Background: an optimization exercise with open tools, aiming at small area. Do not read the settings as production practice. Only simulation tests tie the RTL to the original design; equivalence was not proved. Power and IR drop assume default switching activity.

// matmul_controller
module matmul_controller #(
  parameter int N    = 4,
  parameter int ROWS = 2,
  parameter int COLS = 2
) (
  input  logic                    clk,
  input  logic                    reset,
  input  logic                    job_valid,
  output logic                    job_ready,
  input  logic [31:0]             a_addr,
  input  logic [31:0]             b_addr,
  input  logic [31:0]             c_addr,
  input  logic [8:0]              matrix_len,
  output logic                    done,
  output logic [ROWS-1:0]         a_valid,
  input  logic [ROWS-1:0]         a_ready,
  output logic [ROWS*32-1:0]      a_strip_addr,
  output logic [ROWS*16-1:0]      a_repeats,
  output logic [8:0]              a_len,
  output logic [COLS-1:0]         b_valid,
  input  logic [COLS-1:0]         b_ready,
  output logic [COLS*32-1:0]      b_strip_addr,
  output logic [8:0]              b_len,
  output logic [ROWS*COLS-1:0]    c_valid,
  input  logic [ROWS*COLS-1:0]    c_ready,
  output logic [ROWS*COLS*32-1:0] c_tile_addr,
  input  logic [ROWS*COLS-1:0]    cpl_valid,
  output logic [ROWS*COLS-1:0]    cpl_ready
);
  logic [31:0] job_a_addr;
  logic [31:0] job_b_addr;
  logic [31:0] job_c_addr;
  logic [5:0]  job_k;
  logic [4:0]  job_km1;
  logic        job_active;
  logic        job_started;
  logic        job_all_done;
  assign job_km1 = 5'(job_k - 1'b1);
  job_intake u_intake (
    .clk, .reset, .job_valid, .job_ready, .a_addr, .b_addr, .c_addr, .matrix_len, .done,
    .job_a_addr, .job_b_addr, .job_c_addr, .job_k, .job_active, .job_started, .job_all_done
  );
  a_strip_issuer u_a_issuer (
    .clk, .reset, .job_a_addr, .a_addr_mid(a_addr[15:6]), .job_k, .job_km1, .job_active,
    .job_started, .a_valid, .a_ready, .a_strip_addr, .a_repeats, .a_len
  );
  b_strip_issuer u_b_issuer (
    .clk, .reset, .job_b_addr, .job_k, .job_km1, .job_active, .job_started,
    .b_valid, .b_ready, .b_strip_addr, .b_len
  );
  tile_writer_issuer u_c_issuer (
    .clk, .reset, .job_c_addr, .c_addr_mid(c_addr[15:5]), .job_k, .job_km1, .job_active,
    .job_started, .c_valid, .c_ready, .c_tile_addr
  );
  ...
Size: about 1800 cells after synthesis, ~0.015 mm² of cells after synthesis.
clock: 6.5 ns
lec_check: 0
cap_margin: 10
core_margin: 2
core_utilization: 60
gpl_timing_driven: 0
place_density: 0.7
slew_margin: 10
standard.sh (not shown) runs the stock make flow with config.mk's settings and CLKGATE_MAP_FILE= SYNTH_SCRIPT=/design/flow/synth_recipe.tcl, a recipe that flattens the netlist after the stock synthesis.
==> flow/flow/run.sh <==
#!/bin/bash
# Standard synthesis, then its combinational logic remapped for area (registers kept as
# they are), then the standard layout with the smallest buffer on the ports and a
# clock tree of small buffers in large clusters, without dummy clock loads.
set -euo pipefail
W=$(pwd)
F=$W/flow
R=$W/orfs/results/$FLOW_PLATFORM/matmul_controller/base
LIB=$FLOW_HOME/platforms/$FLOW_PLATFORM/lib/sky130_fd_sc_hd__tt_025C_1v80.lib

bash standard.sh synth > $W/standard_synth.log 2>&1

cp $R/1_2_yosys.v $W/standard_1_2_yosys.v
KEEP=$(grep -oE "sky130_fd_sc_hd__[a-z0-9_]+" $W/standard_1_2_yosys.v | sort -u \
  | grep -E "__(s?e?df|dl|sdl|conb)" | tr '\n' ' ')
RESYN_LIB=$LIB RESYN_NET=$W/standard_1_2_yosys.v RESYN_KEEP="$KEEP" \
  RESYN_DONT_USE="$(cat $F/dont_use.txt)" RESYN_SCRIPT=$F/area.abc RESYN_OUT=$W/resyn.v \
  yosys -c $F/resyn.tcl > $W/resyn_yosys.log 2>&1
cp $W/resyn.v $R/1_2_yosys.v
rm -f $R/1_synth.odb $R/1_synth.sdc

bash standard.sh "BUFFER_PORTS_ARGS=-buffer_cell sky130_fd_sc_hd__buf_1" \
  "SKIP_REPAIR_TIE_FANOUT=1" \
  "CTS_ARGS=-sink_clustering_enable -repair_clock_nets -dont_use_dummy_load -buf_list sky130_fd_sc_hd__clkbuf_4 -sink_clustering_size 10 -sink_clustering_max_diameter 40" \
  finish > $W/standard_flow.log 2>&1
==> flow/flow/area.abc <==
strash
&get -n
&st
&deepsyn -T 60
&put
balance -l
resub -K 6 -l
rewrite -l
resub -K 6 -N 2 -l
refactor -l
resub -K 8 -l
balance -l
resub -K 8 -N 2 -l
rewrite -l
resub -K 10 -l
rewrite -z -l
resub -K 10 -N 2 -l
balance -l
resub -K 12 -l
refactor -z -l
resub -K 12 -N 2 -l
rewrite -z -l
balance -l
dch -f
amap
topo
Other scripts of this flow, unchanged in this note and not shown: flow/flow/dont_use.txt, flow/flow/resyn.tcl
Change:
Settings changed: CAP_MARGIN 10 to 0, GPL_TIMING_DRIVEN 0 to unset, SLEW_MARGIN 10 to 0.
- non-clock buffer count goes down by 26
- utilization decreases by 2.0 points
- total power is lower by 1.9%
- clock power decreases by about 1%
- combinational power goes down by 5.3%
- global-route usage drops by 1.2 points
- worst hold slack is better by 32 ps
- first-iteration DRC count goes down by 20%
- final cell count falls by 1.2%
- maximum frequency is higher by 0.55%
- area after synthesis stays the same
Change:
Settings changed: CAP_MARGIN 0 to 10, CORE_UTILIZATION 60 to 75, PLACE_DENSITY 0.7 to 0.8, SLEW_MARGIN 0 to 10.
Sequential share of layout area barely changes.
Wire length came out higher by about a fifth.
Setup slack is worse by 110 ps.
Cell area hardly moves.
Synthesized cell count does not change.
Flip-flop and latch count stays the same.
Die area came out lower by about a fifth.
Total power came out higher slightly.
Global-route usage came out higher by 12 points.
Sequential power stays flat.
Via count came out higher by roughly a tenth.
Change:
--- a/flow/flow/run.sh
+++ b/flow/flow/run.sh
@@ -23,2 +23 @@
-  "SKIP_REPAIR_TIE_FANOUT=1" \
-  "CTS_ARGS=-sink_clustering_enable -repair_clock_nets -dont_use_dummy_load -buf_list sky130_fd_sc_hd__clkbuf_4 -sink_clustering_size 10 -sink_clustering_max_diameter 40" \
+  "CTS_ARGS=-sink_clustering_enable -repair_clock_nets -dont_use_dummy_load -buf_list sky130_fd_sc_hd__clkbuf_8 -sink_clustering_size 15 -sink_clustering_max_diameter 50" \
==> flow/flow/area.abc (replaced) <==
strash
dc2
dch -f
amap
topo
Settings changed: CAP_MARGIN 10 to 20, CORE_UTILIZATION 75 to 60, PLACE_DENSITY 0.8 to 0.7, SLEW_MARGIN 10 to 20.
What happened:
- count of clock-buffer cells in the layout is lower by 9
- routed wire length drops by 5.6%
- power rises by 1.0%
- fmax is higher by 5.2%
- via count shrinks by 4.1%
- final cell count goes up by 5.4%
- synthesized area goes up by 2.7%


matmul_controller, a different RTL version from the one above (not shown whole).
For scale: ~440 I/O pins, about 19000 sq um of cells after synthesis.
make LEC_CHECK=0 CAP_MARGIN=20 CORE_MARGIN=2 CORE_UTILIZATION=40 PLACE_DENSITY=0.6 SLEW_MARGIN=20 finish   # period 6.5 ns
run.sh (not shown) runs the stock make flow with config.mk's settings and CLKGATE_MAP_FILE= SYNTH_SCRIPT=/design/flow/synth_recipe.tcl, a recipe that flattens the netlist after the stock synthesis.
Stock flow here: none of the scripts above is used.
==> next run, changes <==
==> flow/flow/run.sh (new file) <==
#!/bin/bash
# Standard layout, with the smallest buffer on the ports and no dummy clock loads
set -euo pipefail
bash standard.sh "BUFFER_PORTS_ARGS=-buffer_cell sky130_fd_sc_hd__buf_1" \
  "CTS_ARGS=-sink_clustering_enable -repair_clock_nets -dont_use_dummy_load" \
  finish > standard_flow.log 2>&1
==> flow/standard.sh (new file) <==
#!/bin/bash
# synth_recipe.tcl (not shown) runs the flow's synth.tcl, then flattens the netlist and writes it again
# the make line also repeats each setting of config.mk as NAME=value (left out here)
make -C /OpenROAD-flow-scripts/flow DESIGN_CONFIG=/design/flow/config.mk WORK_HOME=/design/flow/orfs CLKGATE_MAP_FILE= SYNTH_SCRIPT=/design/flow/synth_recipe.tcl "${@:-finish}"
removed: flow/run.sh
The new run ran to the end with no violations. Routed wire length came out lower by 4.1%. Core utilization came out lower by 6.0 points. Die area stays the same.


RTL: one of the versions met above, not the one the previous note started from.
For scale: roughly 2000 cells after synthesis, roughly 300 flip-flops, ~440 I/O pins.
export LEC_CHECK = 0
export CAP_MARGIN = 20
export CORE_MARGIN = 2
export CORE_UTILIZATION = 60
export PLACE_DENSITY = 0.7
export SLEW_MARGIN = 20
create_clock -name core_clock -period 6.5 [get_ports {clk}]
standard.sh (not shown) runs the stock make flow with config.mk's settings and CLKGATE_MAP_FILE= SYNTH_SCRIPT=/design/flow/synth_recipe.tcl, a recipe that flattens the netlist after the stock synthesis.
==> flow/flow/run.sh <==
#!/bin/bash
# Standard layout, with the smallest buffer on the ports, chosen clock buffers and clusters, no dummy clock loads
set -euo pipefail
bash standard.sh "BUFFER_PORTS_ARGS=-buffer_cell sky130_fd_sc_hd__buf_1" \
  "CTS_ARGS=-sink_clustering_enable -repair_clock_nets -dont_use_dummy_load -buf_list sky130_fd_sc_hd__clkbuf_8 -sink_clustering_size 15 -sink_clustering_max_diameter 50" \
  finish > standard_flow.log 2>&1
Change:
==> flow/flow/run.sh (replaced) <==
#!/bin/bash
# Standard layout, with the smallest buffer on the ports, chosen clock buffers and clusters, no dummy clock loads
set -euo pipefail
bash standard.sh "BUFFER_PORTS_ARGS=-buffer_cell sky130_fd_sc_hd__buf_1" \
  "CTS_ARGS=-sink_clustering_enable -repair_clock_nets -dont_use_dummy_load -buf_list sky130_fd_sc_hd__clkbuf_16 -sink_clustering_size 24 -sink_clustering_max_diameter 60" \
  finish > standard_flow.log 2>&1
After rerunning: The new run finished with timing, DRC and antenna clean. Sequential share of layout area drops by 0.37 points. Combinational power stays flat. Utilization increases by 0.63 points. Die area is unchanged. Critical path depth is unchanged. Setup slack gains 6.3 ps.

==> separate check: timing with driven ports <==
In the flow no input, the clock included, has a driving cell. The finished layouts below were timed again as built, in two steps. Step 1 (the two cells are an assumption about what drives the block):
set clk [get_ports {clk}]
set_driving_cell -lib_cell sky130_fd_sc_hd__clkbuf_16 $clk
set_driving_cell -lib_cell sky130_fd_sc_hd__buf_2 [delete_from_list [all_inputs] $clk]
Step 2 times the ports against the registers' clock, not the clock port: input delays grow and output delays shrink by t, the midpoint of the rising clock arrivals with the driver on. Slacks: no drivers / after step 1 / after step 2; pairs: no drivers / after step 1.
| run | t (ns) | setup slack, ns | worst hold slack (ns) | worst data-port slew with drivers (ns) |
|---|---|---|---|---|
| the first run of note 1 | 0.697 | 0.393 / 0.393 / 0.393 | 0.443 / 0.443 / 0.443 | 0.08 |
| the second run of note 1 | 0.687 | 0.426 / 0.379 / 0.437 | 0.475 / 0.475 / 0.475 | 0.09 |
| the third run of note 1 | 0.696 | 0.316 / 0.272 / 0.301 | 0.481 / 0.481 / 0.481 | 0.11 |
| the fourth run of note 1 | 0.635 | 0.621 / 0.621 / 0.621 | 0.468 / 0.468 / 0.468 | 0.07 |
| the first run of note 2 | 0.601 | 1.271 / 1.215 / 0.993 | 0.470 / 0.470 / 0.470 | 0.13 |
| the second run of note 2 | 0.593 | 1.270 / 1.241 / 1.270 | 0.469 / 0.469 / 0.469 | 0.13 |
| the first run of note 3 | 0.574 | 1.181 / 1.181 / 1.181 | 0.472 / 0.472 / 0.472 | 0.10 |
| the second run of note 3 | 0.600 | 1.187 / 1.187 / 1.187 | 0.468 / 0.468 / 0.468 | 0.13 |
After both steps setup and hold are still met in every run listed. The setup slack of the first run of note 2, which loses most, moves by -0.056 ns with the drivers and by -0.278 ns with both steps.
